Background: an optimization exercise with open tools, aiming at small area, a short achievable clock period and few clock cycles per item. Do not read the settings as production practice. In this exercise RTL edits were held to simulation tests only and were not proved equivalent to the original. No driver is modelled on the clock port, so clock power and skew are understated where the tree is cut down; a real chip needs a root buffer or a tree. Power figures rest on the tool's default switching activity, not on a simulated workload.

job 8186:
Design tdes_dec, start of the top module:
module tdes_dec (
	input  logic             clk,
	input  logic             rst,
	input  logic             start,
	input  tdes_pkg::key_t   ek1,
	input  tdes_pkg::key_t   ek2,
	input  tdes_pkg::key_t   ek3,
	input  tdes_pkg::block_t ct,
	output logic             ready,
	output logic             done,
	output tdes_pkg::block_t pt,
	output tdes_pkg::key_t   k1,
	output tdes_pkg::key_t   k2,
	output tdes_pkg::key_t   k3
);
==> flow/config.mk <==
export PLATFORM = sky130hd
export DESIGN_NAME = tdes_dec
export DESIGN_NICKNAME = tdes_dec
export VERILOG_FILES = /design/flow/design.v
export SDC_FILE = /design/flow/constraint.sdc
export NUM_CORES = 4
export LEC_CHECK = 0
export CAP_MARGIN = 20
export CORE_AREA = 5 5 160 160
export DIE_AREA = 0 0 165 165
export SETUP_SLACK_MARGIN = 3.1
export SLEW_MARGIN = 20
export SYNTH_HIERARCHICAL = 1
export SYNTH_MINIMUM_KEEP_SIZE = 0
==> flow/constraint.sdc <==
create_clock -name core_clock -period 5.0 [get_ports {clk}]
set_input_delay 1.0000 -clock core_clock [delete_from_list [all_inputs] [get_ports {clk}]]
set_output_delay 1.0000 -clock core_clock [all_outputs]
set_load 0.01 [all_outputs]
standard.sh (not shown) runs the stock make flow with config.mk's settings and CLKGATE_MAP_FILE= SYNTH_SCRIPT=/design/flow/synth_recipe.tcl, a recipe that flattens the netlist after the stock synthesis.
==> flow/flow/run.sh <==
#!/bin/bash
# Standard layout, except:
#  - plain buffers on the ports instead of delay cells,
#  - pins one track apart so that the die can be small, and each bit's
#    inputs and outputs side by side (flow/pre_io.tcl),
#  - a two-level clock tree of inverters (flow/manual_cts.tcl) instead of
#    TritonCTS's three levels of buffers,
#  - the buffers that ABC puts on the outputs of each kept module removed.
cp standard.sh standard_sh.txt
export BUFFER_PORTS_ARGS="-buffer_cell sky130_fd_sc_hd__buf_1"
export PLACE_PINS_ARGS="-min_distance 1 -min_distance_in_tracks"
export FLOW_FLOW_DIR=$PWD/flow
export PRE_IO_PLACEMENT_TCL=$PWD/flow/pre_io.tcl
export REMOVE_ABC_BUFFERS=1
export PRE_CTS_TCL=$PWD/flow/pre_cts.tcl
export FLOW_CTS_LEAVES=24
export FLOW_CTS_ROOTS=4
export FLOW_CTS_LEAF_CELL=sky130_fd_sc_hd__clkinv_4
export FLOW_CTS_ROOT_CELL=sky130_fd_sc_hd__clkinv_16
bash standard.sh > standard.log 2>&1
==> flow/flow/pre_cts.tcl <==
# Replaces TritonCTS with a two-level tree built by manual_cts.tcl: the clock
# port drives four root cells, each of which drives leaf cells near the
# centres of clusters of flip-flops. The tree's inverters are final, so the
# step that clones clock inverters next to each register is skipped too.
source $::env(FLOW_FLOW_DIR)/manual_cts.tcl
my_manual_cts $::env(FLOW_CTS_LEAVES) $::env(FLOW_CTS_ROOTS) \
  $::env(FLOW_CTS_LEAF_CELL) $::env(FLOW_CTS_ROOT_CELL)
rename repair_clock_inverters ""
proc repair_clock_inverters {args} {
  puts "clock inverters left as manual_cts.tcl placed them"
}
rename clock_tree_synthesis ""
proc clock_tree_synthesis {args} {
  puts "clock tree already built by manual_cts.tcl"
}
Other scripts of this flow, unchanged in this note and not shown: flow/flow/manual_cts.tcl, flow/flow/pre_io.tcl
Testbench counts of job 8186, summed over its fixed seeds: cycles 192, items 192.
> inputs changed (job 8186 -> job 9255)
# job 8186
export LEC_CHECK = 0
export CAP_MARGIN = 20
export CORE_AREA = 5 5 160 160
export DIE_AREA = 0 0 165 165
export SETUP_SLACK_MARGIN = 3.1
export SLEW_MARGIN = 20
export SYNTH_HIERARCHICAL = 1
export SYNTH_MINIMUM_KEEP_SIZE = 0
create_clock -name core_clock -period 5.0 [get_ports {clk}]
# job 9255
export LEC_CHECK = 0
export CAP_MARGIN = 20
export CORE_AREA = 5 5 195 195
export DIE_AREA = 0 0 200 200
export SETUP_SLACK_MARGIN = 3.0
export SLEW_MARGIN = 20
export SYNTH_HIERARCHICAL = 1
export SYNTH_MINIMUM_KEEP_SIZE = 0
create_clock -name core_clock -period 5.0 [get_ports {clk}]
Results
- | required time at the endpoint of the critical path | higher: job 9255 |
- Job 9255 gives less first-pass GRT wire length than job 8186 did.
- Job 9255 vs job 8186 on via count of the first global-routing pass: job 9255 is the lower one.
- Relative to job 8186, worst hold slack has increased by 0.0039 ns in job 9255.
- Total non-filler cell area in the finished layout of job 9255 exceeds that of job 8186 slightly.
- Job 9255: count of cells resized by post-cts repair lower than job 8186
- Between job 8186 and job 9255, the internal power of the cells does not differ in any meaningful way.
### job 9255 -> job 3703
# job 9255
export LEC_CHECK = 0
export CAP_MARGIN = 20
export CORE_AREA = 5 5 195 195
export DIE_AREA = 0 0 200 200
export SETUP_SLACK_MARGIN = 3.0
export SLEW_MARGIN = 20
export SYNTH_HIERARCHICAL = 1
export SYNTH_MINIMUM_KEEP_SIZE = 0
create_clock -name core_clock -period 5.0 [get_ports {clk}]
# job 3703
export LEC_CHECK = 0
export CAP_MARGIN = 20
export CORE_AREA = 5 5 195 195
export DIE_AREA = 0 0 200 200
export SETUP_SLACK_MARGIN = 3.1
export SLEW_MARGIN = 20
export SYNTH_HIERARCHICAL = 1
export SYNTH_MINIMUM_KEEP_SIZE = 0
create_clock -name core_clock -period 5.0 [get_ports {clk}]
diff --git a/flow/flow/run.sh b/flow/flow/run.sh
--- a/flow/flow/run.sh
+++ b/flow/flow/run.sh
@@ -15,3 +15,3 @@
 export PRE_CTS_TCL=$PWD/flow/pre_cts.tcl
-export FLOW_CTS_LEAVES=24
+export FLOW_CTS_LEAVES=32
 export FLOW_CTS_ROOTS=4
==> summary.txt <==
Compare job 3703 and job 9255 | minimum clock period after layout lower: job 3703. Job 3703 against job 9255: share of the clock period used by the worst path lost 2.2 points; global-route usage over all layers shows no meaningful change. Cmp job 3703 vs job 9255: total power higher in job 3703. Job 3703 falls short of job 9255 in final standard cell area without fillers.
The following lists how job 5512 was set up differently from job 3703:
# job 3703
export LEC_CHECK = 0
export CAP_MARGIN = 20
export CORE_AREA = 5 5 195 195
export DIE_AREA = 0 0 200 200
export SETUP_SLACK_MARGIN = 3.1
export SLEW_MARGIN = 20
export SYNTH_HIERARCHICAL = 1
export SYNTH_MINIMUM_KEEP_SIZE = 0
create_clock -name core_clock -period 5.0 [get_ports {clk}]
# job 5512
export LEC_CHECK = 0
export CAP_MARGIN = 20
export CORE_AREA = 5 5 225 225
export DIE_AREA = 0 0 230 230
export SETUP_SLACK_MARGIN = 3.1
export SLEW_MARGIN = 20
export SYNTH_HIERARCHICAL = 1
export SYNTH_MINIMUM_KEEP_SIZE = 0
create_clock -name core_clock -period 5.0 [get_ports {clk}]
diff --git a/flow/flow/run.sh b/flow/flow/run.sh
--- a/flow/flow/run.sh
+++ b/flow/flow/run.sh
@@ -15,3 +15,3 @@
 export PRE_CTS_TCL=$PWD/flow/pre_cts.tcl
-export FLOW_CTS_LEAVES=32
+export FLOW_CTS_LEAVES=24
 export FLOW_CTS_ROOTS=4
[summary]
- Job 3703 and job 5512 all finish clean.
- Compared with job 3703, job 5512 shows post-layout instance area higher by about 0.7%.
- Clock power delta for job 5512 relative to job 3703: about 9% lower
- Delta (job 5512 minus job 3703): total number of tap cells shows an increase of about 33%; highest achievable clock rate shows a reduction of about 0.9%; total via count after detailed routing shows an increase of about 0.34%; instance count on the critical path shows a reduction of 2.
Input changes introduced in job 6323 (baseline for comparison: job 5512):
# job 5512
export LEC_CHECK = 0
export CAP_MARGIN = 20
export CORE_AREA = 5 5 225 225
export DIE_AREA = 0 0 230 230
export SETUP_SLACK_MARGIN = 3.1
export SLEW_MARGIN = 20
export SYNTH_HIERARCHICAL = 1
export SYNTH_MINIMUM_KEEP_SIZE = 0
create_clock -name core_clock -period 5.0 [get_ports {clk}]
# job 6323
export LEC_CHECK = 0
export CAP_MARGIN = 20
export CORE_AREA = 5 5 175 175
export DIE_AREA = 0 0 180 180
export SETUP_SLACK_MARGIN = 3.1
export SLEW_MARGIN = 20
export SYNTH_HIERARCHICAL = 1
export SYNTH_MINIMUM_KEEP_SIZE = 0
create_clock -name core_clock -period 5.0 [get_ports {clk}]
[summary]
Taking job 5512 as the reference, in job 6323 part of the total power dissipated in the clock network saw little to no change; length of routed met2 wiring higher; core utilization up 21 points; combinational power now smaller. When job 6323 is set beside job 5512, its antenna diode count turns out to be 3 larger.
Inputs modified between job 6323 and job 9751:
# job 6323
export LEC_CHECK = 0
export CAP_MARGIN = 20
export CORE_AREA = 5 5 175 175
export DIE_AREA = 0 0 180 180
export SETUP_SLACK_MARGIN = 3.1
export SLEW_MARGIN = 20
export SYNTH_HIERARCHICAL = 1
export SYNTH_MINIMUM_KEEP_SIZE = 0
create_clock -name core_clock -period 5.0 [get_ports {clk}]
# job 9751
export LEC_CHECK = 0
export CAP_MARGIN = 20
export CORE_AREA = 5 5 195 195
export DIE_AREA = 0 0 200 200
export SETUP_SLACK_MARGIN = 3.1
export SLEW_MARGIN = 20
export SYNTH_HIERARCHICAL = 1
export SYNTH_MINIMUM_KEEP_SIZE = 0
create_clock -name core_clock -period 5.0 [get_ports {clk}]
diff --git a/flow/flow/run.sh b/flow/flow/run.sh
--- a/flow/flow/run.sh
+++ b/flow/flow/run.sh
@@ -15,6 +15,6 @@
 export PRE_CTS_TCL=$PWD/flow/pre_cts.tcl
-export FLOW_CTS_LEAVES=24
+export FLOW_CTS_LEAVES=16
 export FLOW_CTS_ROOTS=4
-export FLOW_CTS_LEAF_CELL=sky130_fd_sc_hd__clkinv_4
-export FLOW_CTS_ROOT_CELL=sky130_fd_sc_hd__clkinv_16
+export FLOW_CTS_LEAF_CELL=sky130_fd_sc_hd__clkinv_8
+export FLOW_CTS_ROOT_CELL=sky130_fd_sc_hd__clkinv_8
 bash standard.sh > standard.log 2>&1
Results
Final cell count of job 9751 exceeds that of job 6323 by a few percent.
Taking job 6323 as the reference, in job 9751 die area increased by about 23% relative to the old numbers; final area now sits higher.
In every run of this note, the design's own scripts or RTL, not TritonCTS, make the clock network.

==> separate check: timing with driven ports <==
Ports are ideal in the flow. The routed layouts listed here were re-timed in OpenROAD. Step 1 assumes that a clkbuf_16 drives the clock port and a buf_2 every other input. Step 2, shift: input delay + t, output delay - t, t = (earliest + latest rising clock arrival at the registers) / 2. This alone moves slack from input paths to output paths. Slacks: ideal ports / drivers / drivers and shift; pairs: ideal ports / drivers.
run	t, ns	setup slack, ns	hold slack, ns	latest minus earliest clock arrival (ns)	worst data-port slew with drivers (ns)
job 8186	0.381	3.229 / 3.004 / 3.044	0.473 / 0.474 / 0.474	0.030 / 0.031	0.09
job 9255	0.385	3.136 / 3.030 / 2.884	0.477 / 0.478 / 0.478	0.034 / 0.035	0.09
job 3703	0.396	3.245 / 3.026 / 2.956	0.474 / 0.475 / 0.475	0.035 / 0.037	0.15
job 5512	0.390	3.229 / 3.005 / 2.968	0.503 / 0.503 / 0.503	0.058 / 0.059	0.10
job 6323	0.378	3.238 / 3.024 / 2.967	0.473 / 0.474 / 0.474	0.041 / 0.042	0.11
job 9751	0.360	3.218 / 3.058 / 2.967	0.475 / 0.475 / 0.475	0.026 / 0.026	0.14
After both steps every run listed still meets setup and hold. The setup slack of job 3703, which loses most, moves by -0.219 ns with the drivers and by -0.289 ns with both steps.
